This design comes from an exercise in tuning for small area, a short achievable clock period and few clock cycles per item on the open sky130 flow, not from production work. Only simulation tests tie the RTL to the original design; equivalence was not proved.

**flow/run.sh**
```bash
#!/bin/bash
# synth_recipe.tcl (not shown) runs the flow's synth.tcl, then flattens the netlist and writes it again
# the make line also repeats each setting of config.mk as NAME=value (left out here)
make -C /OpenROAD-flow-scripts/flow DESIGN_CONFIG=/design/flow/config.mk WORK_HOME=/design/flow/orfs CLKGATE_MAP_FILE= SYNTH_SCRIPT=/design/flow/synth_recipe.tcl finish
```
**flow/config.mk**
```make
export PLATFORM = sky130hd
export DESIGN_NAME = hsv2rgb_top
export DESIGN_NICKNAME = hsv2rgb_top
export VERILOG_FILES = /design/flow/design.v
export SDC_FILE = /design/flow/constraint.sdc
export NUM_CORES = 4
export LEC_CHECK = 0
export CAP_MARGIN = 20
export CORE_MARGIN = 2
export CORE_UTILIZATION = 40
export SLEW_MARGIN = 20
```
**flow/constraint.sdc**
```tcl
create_clock -name core_clock -period 7.5 [get_ports {clk}]
set_input_delay 1.5000 -clock core_clock [delete_from_list [all_inputs] [get_ports {clk}]]
set_output_delay 1.5000 -clock core_clock [all_outputs]
set_load 0.01 [all_outputs]
```
**flow/design.v**
```verilog
package hsv2rgb_pkg;
	localparam int HUE_W = 13;
	localparam int PCT_W = 7;
	localparam int CH_W  = 8;
	typedef struct packed {
		logic [HUE_W-1:0] hue;
		logic [PCT_W-1:0] saturation;
		logic [PCT_W-1:0] brightness;
	} hsv_t;
	typedef struct packed {
		logic [CH_W-1:0] red;
		logic [CH_W-1:0] green;
		logic [CH_W-1:0] blue;
		logic            in_range;
	} rgb_t;
endpackage
import hsv2rgb_pkg::*;
module hsv_to_rgb_converter_core #(
	parameter int HUE_FRAC_BITS = 4
) (
	input  logic               clk,
	input  logic               arst_n,
	input  logic               start,
	output logic               busy,
	input  hsv2rgb_pkg::hsv_t  hsv,
	output logic               done,
	output hsv2rgb_pkg::rgb_t  rgb
);
	assign busy = 1'b0;
	logic [6:1] valid;
	always_ff @(posedge clk or negedge arst_n) begin
		if (!arst_n) begin
			valid <= '0;
		end else begin
			valid <= {valid[5:1], start};
		end
	end
	function automatic logic [7:0] full_rom(input logic [6:0] v);
		case (v)
			7'd0: full_rom = 8'd0;
			7'd1: full_rom = 8'd2;
			7'd2: full_rom = 8'd5;
			7'd3: full_rom = 8'd7;
			7'd4: full_rom = 8'd10;
			7'd5: full_rom = 8'd12;
			7'd6: full_rom = 8'd15;
			7'd7: full_rom = 8'd17;
			7'd8: full_rom = 8'd20;
			7'd9: full_rom = 8'd22;
			7'd10: full_rom = 8'd25;
			7'd11: full_rom = 8'd28;
			7'd12: full_rom = 8'd30;
			7'd13: full_rom = 8'd33;
			7'd14: full_rom = 8'd35;
			7'd15: full_rom = 8'd38;
			7'd16: full_rom = 8'd40;
			7'd17: full_rom = 8'd43;
			7'd18: full_rom = 8'd45;
			7'd19: full_rom = 8'd48;
			7'd20: full_rom = 8'd51;
			7'd21: full_rom = 8'd53;
			7'd22: full_rom = 8'd56;
			7'd23: full_rom = 8'd58;
			7'd24: full_rom = 8'd61;
			7'd25: full_rom = 8'd63;
			7'd26: full_rom = 8'd66;
			7'd27: full_rom = 8'd68;
			7'd28: full_rom = 8'd71;
			7'd29: full_rom = 8'd73;
			7'd30: full_rom = 8'd76;
			7'd31: full_rom = 8'd79;
			7'd32: full_rom = 8'd81;
			7'd33: full_rom = 8'd84;
			7'd34: full_rom = 8'd86;
			7'd35: full_rom = 8'd89;
			7'd36: full_rom = 8'd91;
			7'd37: full_rom = 8'd94;
			7'd38: full_rom = 8'd96;
			7'd39: full_rom = 8'd99;
			7'd40: full_rom = 8'd102;
			7'd41: full_rom = 8'd104;
			7'd42: full_rom = 8'd107;
			7'd43: full_rom = 8'd109;
			7'd44: full_rom = 8'd112;
			7'd45: full_rom = 8'd114;
			7'd46: full_rom = 8'd117;
			7'd47: full_rom = 8'd119;
			7'd48: full_rom = 8'd122;
			7'd49: full_rom = 8'd124;
			7'd50: full_rom = 8'd127;
			7'd51: full_rom = 8'd130;
			7'd52: full_rom = 8'd132;
			7'd53: full_rom = 8'd135;
			7'd54: full_rom = 8'd137;
			7'd55: full_rom = 8'd140;
			7'd56: full_rom = 8'd142;
			7'd57: full_rom = 8'd145;
			7'd58: full_rom = 8'd147;
			7'd59: full_rom = 8'd150;
			7'd60: full_rom = 8'd153;
			7'd61: full_rom = 8'd155;
			7'd62: full_rom = 8'd158;
			7'd63: full_rom = 8'd160;
			7'd64: full_rom = 8'd163;
			7'd65: full_rom = 8'd165;
			7'd66: full_rom = 8'd168;
			7'd67: full_rom = 8'd170;
			7'd68: full_rom = 8'd173;
			7'd69: full_rom = 8'd175;
			7'd70: full_rom = 8'd178;
			7'd71: full_rom = 8'd181;
			7'd72: full_rom = 8'd183;
			7'd73: full_rom = 8'd186;
			7'd74: full_rom = 8'd188;
			7'd75: full_rom = 8'd191;
			7'd76: full_rom = 8'd193;
			7'd77: full_rom = 8'd196;
			7'd78: full_rom = 8'd198;
			7'd79: full_rom = 8'd201;
			7'd80: full_rom = 8'd204;
			7'd81: full_rom = 8'd206;
			7'd82: full_rom = 8'd209;
			7'd83: full_rom = 8'd211;
			7'd84: full_rom = 8'd214;
			7'd85: full_rom = 8'd216;
			7'd86: full_rom = 8'd219;
			7'd87: full_rom = 8'd221;
			7'd88: full_rom = 8'd224;
			7'd89: full_rom = 8'd226;
			7'd90: full_rom = 8'd229;
			7'd91: full_rom = 8'd232;
			7'd92: full_rom = 8'd234;
			7'd93: full_rom = 8'd237;
			7'd94: full_rom = 8'd239;
			7'd95: full_rom = 8'd242;
			7'd96: full_rom = 8'd244;
			7'd97: full_rom = 8'd247;
			7'd98: full_rom = 8'd249;
			7'd99: full_rom = 8'd252;
			7'd100: full_rom = 8'd255;
			default: full_rom = 8'd0;
		endcase
	endfunction
	logic [12:0] h1;
	logic [6:0]  s1, v1;
	always_ff @(posedge clk) begin
		h1 <= hsv.hue;
		s1 <= hsv.saturation;
		v1 <= hsv.brightness;
	end
	logic [1:0]  j_c;
	logic [10:0] hm_c;
	logic        up_c;
	assign j_c  = (h1 >= 13'd3840) ? 2'd2 : (h1 >= 13'd1920) ? 2'd1 : 2'd0;
	assign hm_c = 11'(h1 - 13'(j_c) * 13'd1920);
	assign up_c = (hm_c >= 11'd960);
	logic        ok2;
	logic [2:0]  k2;
	logic [9:0]  c2;
	logic [13:0] vs2;
	logic [6:0]  v2;
	always_ff @(posedge clk) begin
		ok2 <= (h1 <= 13'd5760) && (s1 <= 7'd100) && (v1 <= 7'd100);
		k2  <= {j_c, up_c};
		c2  <= up_c ? 10'(11'd1920 - hm_c) : 10'(hm_c);
		vs2 <= 14'(v1) * 14'(s1);
		v2  <= v1;
	end
	logic        ok3;
	logic [2:0]  k3;
	logic [13:0] q3;
	logic [18:0] ra3, rb3;
	logic [7:0]  full3;
	always_ff @(posedge clk) begin
		ok3   <= ok2;
		k3    <= k2;
		q3    <= 14'(v2) * 14'd100 - vs2;
		ra3   <= 19'(vs2) * 19'(c2[4:0]);
		rb3   <= 19'(vs2) * 19'(c2[9:5]);
		full3 <= full_rom(v2);
	end
	logic [9:0]  zt_c;
	logic [18:0] ze_c;
	logic [14:0] z255_c;
	assign zt_c   = q3[13:4];
	assign ze_c   = {zt_c, 8'd0} + {zt_c, 7'd0} + {zt_c, 5'd0} + 19'(zt_c);
	assign z255_c = {q3[6:0], 8'd0} - 15'(q3);
	logic        ok4;
	logic [2:0]  k4;
	logic [23:0] p4;
	logic [7:0]  full4, zq4;
	logic [10:0] zn4;
	always_ff @(posedge clk) begin
		ok4   <= ok3;
		k4    <= k3;
		p4    <= {q3, 10'd0} - {4'd0, q3, 6'd0} + 24'(ra3) + {rb3, 5'd0};
		full4 <= full3;
		zq4   <= ze_c[17:10];
		zn4   <= z255_c[14:4];
	end
	logic [9:0]  pt_c;
	logic [19:0] qm_c;
	logic [20:0] p17_c;
	logic [10:0] zd_c;
	assign pt_c  = p4[23:14];
	assign qm_c  = {pt_c, 9'd0} - {pt_c, 6'd0} - {pt_c, 2'd0} + 20'(pt_c);
	assign p17_c = {p4[16:0], 4'd0} + p4[20:0];
	assign zd_c  = zn4 - ({zq4[1:0], 9'd0} + {zq4[3:0], 7'd0} - {zq4[6:0], 4'd0} + 11'(zq4));
	logic        ok5;
	logic [2:0]  k5;
	logic [7:0]  full5, zero5, xq5;
	logic [10:0] xn5;
	always_ff @(posedge clk) begin
		ok5   <= ok4;
		k5    <= k4;
		full5 <= full4;
		zero5 <= zq4 + 8'(zd_c >= 11'd625);
		xq5   <= qm_c[17:10];
		xn5   <= p17_c[20:10];
	end
	logic [10:0] xd_c;
	logic [7:0]  x_c;
	assign xd_c = xn5 - ({xq5[1:0], 9'd0} + {xq5[3:0], 7'd0} - {xq5[6:0], 4'd0} + 11'(xq5));
	assign x_c  = xq5 + 8'(xd_c >= 11'd625);
	hsv2rgb_pkg::rgb_t pix_c;
	always_comb begin
		pix_c.in_range = ok5;
		unique case (k5)
			3'd0: begin
				pix_c.red = full5; pix_c.green = x_c;   pix_c.blue = zero5;
			end
			3'd1: begin
				pix_c.red = x_c;   pix_c.green = full5; pix_c.blue = zero5;
			end
			3'd2: begin
				pix_c.red = zero5; pix_c.green = full5; pix_c.blue = x_c;
			end
			3'd3: begin
				pix_c.red = zero5; pix_c.green = x_c;   pix_c.blue = full5;
			end
			3'd4: begin
				pix_c.red = x_c;   pix_c.green = zero5; pix_c.blue = full5;
			end
			default: begin
				pix_c.red = full5; pix_c.green = zero5; pix_c.blue = x_c;
			end
		endcase
		if (!ok5) begin
			pix_c.red   = '0;
			pix_c.green = '0;
			pix_c.blue  = '0;
		end
	end
	hsv2rgb_pkg::rgb_t pix6;
	always_ff @(posedge clk) begin
		pix6 <= pix_c;
	end
	assign done = valid[6];
	assign rgb  = pix6;
endmodule
module hsv2rgb_top (
	input  logic        clk,
	input  logic        arst_n,
	input  logic        start,
	output logic        busy,
	input  logic [12:0] hue,
	input  logic [6:0]  saturation,
	input  logic [6:0]  brightness,
	output logic        done,
	output logic [7:0]  red,
	output logic [7:0]  green,
	output logic [7:0]  blue,
	output logic        in_range
);
	hsv2rgb_pkg::hsv_t px;
	hsv2rgb_pkg::rgb_t pix;
	assign px.hue        = hue;
	assign px.saturation = saturation;
	assign px.brightness = brightness;
	hsv_to_rgb_converter_core #(
		.HUE_FRAC_BITS(4)
	) u_core (
		.clk   (clk),
		.arst_n(arst_n),
		.start (start),
		.busy  (busy),
		.hsv   (px),
		.done  (done),
		.rgb   (pix)
	);
	assign red      = pix.red;
	assign green    = pix.green;
	assign blue     = pix.blue;
	assign in_range = pix.in_range;
endmodule
```
==> run summary <==
==> area by class of cell <==
| cell class | count | area share, % |
|---|---|---|
| Timing Repair Buffer | 58 | 2.541 |
| Multi-Input combinational cell | 1545 | 61.25 |
| Clock buffer | 41 | 3.784 |
| Clock inverter | 17 | 1.004 |
| Tap cell | 672 | 3.729 |
| Inverter | 317 | 5.277 |
| Sequential cell | 251 | 22.42 |
==> metrics by stage <==
step,util (%),hold slack [ns],instance area [um2]
finish,45.04,0.3243,22550
floorplan,-,0.3096,20280
global route,45.04,0.3309,22550
CTS,45.02,0.3250,22540
global placement,42.87,0.3113,21460
detailed placement,42.87,0.3121,21460
==> flip-flops by register name, indices dropped and copies added, names as in the netlist, 13 cells and up <==
register     cells
u_core.h1       13
u_core.q3       14
u_core.pix6     25
u_core.vs2      14
u_core.rb3      19
u_core.ra3      19
u_core.p4       24
==> per-layer routing <==
layer | wire, um | track usage, % | share of wire (%) | vias up
li1 | - | - | - | 7307
met1 | 19630 | 21.08 | 46 | 6896
met2 | 20670 | 28.81 | 48 | 287
met3 | 1622 | 2.179 | 3.8 | 64
met4 | 1151 | 4.748 | 2.7 | 0
met5 | 0 | 0 | 0 | -
==> cell usage in the layout, fill, tap and decap left out, types with 6 or more instances in the layout <==
cell type        Yosys  routed
o311ai_0             6       6
a221oi_1             8       8
clkbuf_16            0      31
dfxtp_1            245     245
o31ai_1              7       7
ha_1               301     301
o21bai_1            10      10
fa_1               158     158
inv_1              316     316
a21o_1              39      39
or3_1                8       8
o211ai_1             8       8
nor2b_1             23      23
nand2_1            172     172
o21a_1              22      22
nor3_1              12      12
xor2_1              55      55
a31oi_1             14      14
mux2i_1              7       7
and2_1              99      99
clkdlybuf4s50_1      0      55
dfrtp_1              6       6
a22oi_1              7       7
nand2b_1            25      25
and3_1              13      13
a21oi_1            109     109
a21boi_0            11      11
nand3_1             22      22
clkbuf_1            48       6
o22ai_1             10      10
o221ai_1             9       9
a211oi_1            26      26
a2111oi_0            6       6
xnor2_1            103     102
o21ai_0             74      74
nor2_1              98      98
==> critical path, stage by stage (launching register included) <==
cell and delay, ns:
dfxtp_1 0.86, buf_4 0.38, ha_1 0.27, ha_1 0.28, inv_1 0.05, fa_1 0.50, inv_1 0.05, ha_1 0.32
a21o_1 0.17, a21oi_1 0.22, xnor2_1 0.16, ha_1 0.31, a21o_1 0.18, a21o_1 0.17, a41o_1 0.21, a21oi_1 0.18
xnor2_1 0.14
==> kinds of logic after synthesis <==
logic type / count (synthesis)
muxes: 13
AOI/OAI and AO/OA: 420
DFF: 251
and+or+nand+nor: 493
xor gates and xnor gates: 158
other: 1
adders and majority gates: 460
buffers and inverters: 374
==> worst paths after layout <==
path | from | endpoint | slack, ns | cells after the start
worst max-delay path | u_core.v2[2] | u_core.q3[13] | 2.97 | 16
worst min-delay path | u_core.k2[2] | u_core.k3[2] | 0.32 | 0
worst max register to register | u_core.v2[2] | u_core.q3[13] | 2.97 | 16
worst min register to register | u_core.k2[2] | u_core.k3[2] | 0.32 | 0
max in group asynchronous | arst_n | u_core.valid[3] | 6.16 | 1
min in group asynchronous | arst_n | u_core.valid[5] | 1.14 | 1
==> results.json <==
{
  "outcome": "no timing/DRC/antenna violations",
  "synth-xor-area-share_pct": 6.825,
  "fillerInstances": 4963,
  "cap_violations": 0,
  "cts-buffers-inserted": 31,
  "n_antenna_cell": 0,
  "clockBufferDepth": 3,
  "cts-hold-fix-buffers": 0,
  "syn_area_per_cell_um2": 9.344,
  "layout-drive-gt1-share_pct": 3.858,
  "drt_first_iter_violations": 695,
  "netlist.area_leader.share_pct": 24.19,
  "worst_hold_path_type": "reg -> reg",
  "post_synthesis_mux_area_share_pct": 0.9010,
  "clk_transition_reported_paths_ns": 0.06,
  "main_combinational_cell_family_by_area_after_synthesis": "adder cells",
  "nets": 2693,
  "boundaryPins": 57,
  "antenna_left": 0,
  "area_of_the_core_um2": 50070,
  "grt_overflow_total": 0,
  "synth.yosys.seq_area_share_pct": 24.93,
  "placement_stage_worst_setup_slack_ns": 3.022,
  "placed_cells_incl_taps": 2843,
  "finalSetupViolCount": 0,
  "synth.most_common_cell": "inv_1",
  "die_width_um": 229.1,
  "layoutNonFillerInstCount": 2901,
  "register_area_um2": 5055,
  "cp-start-kind": "flop",
  "place.detailed.hpwl_um": 34650,
  "setup_slack_ns": 2.967,
  "ys.warnings.count": 1,
  "detail_route.wirelength_um": 43070,
  "synth-seq-cells": 251,
  "grt_first_pass_wirelength_um": 72290,
  "die_area_um2": 52510,
  "synth_enable_flop_cells": 0,
  "hold_viol": 0,
  "adder_and_majority_gate_portion_of_the_synthesized_area_pct": 34.22,
  "drt_pre_antenna_iters": 5,
  "synth.top_cells.by_count": "inv_1, ha_1, dfxtp_1",
  "clock_skew_ns": 0.01422,
  "drc_violation_count_after_routing": 0,
  "async_reset_ff_share_pct": 2.390,
  "fp.dieH_um": 229.1,
  "synthCells": 2170,
  "synth_area_um2": 20280,
  "post_synth_main_area_contributors": "dfxtp_1, ha_1, fa_1, inv_1, xnor2_1",
  "tritoncts_clock_tree": "done",
  "initial_core_util_pct": 40.50,
  "grt_usage_pct": 16.43,
  "multi_input_area_um2": 13810,
  "fin_crit_sh_pct": 60.44,
  "num_clock_sinks": 251,
  "end_kind": "flop",
  "slew-limit-headroom_pct": 38.26,
  "cts-root-buf": "clkbuf_16",
  "synth_nets": 2659,
  "post-cts-setup-buffers": 0,
  "synth_compound_gate_area_share_pct": 14.23,
  "grt_antenna_before_repair": 0,
  "criticalPathCategory": "reg -> reg",
  "post_synth_num_cell_types": 80,
  "pin_count_of_the_biggest_net_entering_global_routing": 45,
  "worstSkewPairLatency_ns": 0.59,
  "critPathMaxFanout": 25,
  "worst_pin_slew_ns": 0.9248,
  "post_drt_wl_per_cell_um": 14.85,
  "placement_rows": 82,
  "routabilityCongestion": 0.8535,
  "tns_ns": 0,
  "htreeDepth": 1,
  "final_max_slew_violation_count": 0,
  "critical_path_required_ns": 8.01,
  "area_growth_pct": 11.22,
  "first_global_vias": 14880,
  "place.port_buffers": 55,
  "synth_simple_gate_area_share_pct": 11.89,
  "crit_arrival_ns": 5.04,
  "max_clock_freq_ghz": 0.2206,
  "via_density_per_instance": 5.017,
  "dominantRegCellSynth": "dfxtp_1",
  "grt_setup_unrepaired": "no",
  "layout_min_cycle_time_ns": 4.533,
  "synth.largest_area_cell": "dfxtp_1",
  "via_count": 14550,
  "cts_repair_resize_count": 0
}
Testbench counts, summed over its fixed seeds: cycles 16,048, items 16,000.

## port drivers added, routing unchanged
The flow's constraints put no driver on any port. The routed layout listed below was extracted and timed again, unchanged, in two steps. Step 1 (the two cells are an assumption about what drives the block):
set clk [get_ports {clk}]
set_driving_cell -lib_cell sky130_fd_sc_hd__clkbuf_16 $clk
set_driving_cell -lib_cell sky130_fd_sc_hd__buf_2 [delete_from_list [all_inputs] $clk]
Step 2 also shifts input and output timing later by t, the mid clock arrival at the registers, as if the neighbouring blocks saw the same clock. Three values: ideal ports, drivers, drivers and shift; two values: the first two.
t, ns: 0.635
setup WS [ns]: 2.967 / 2.967 / 2.967
worst setup path after step 2: register to register
latest minus earliest clock arrival (ns): 0.017 / 0.017
worst data-port slew with drivers (ns): 0.03
After both steps setup and hold are still met in this run. The setup slack of this run moves by 0.000 ns with the drivers and by 0.000 ns with both steps.
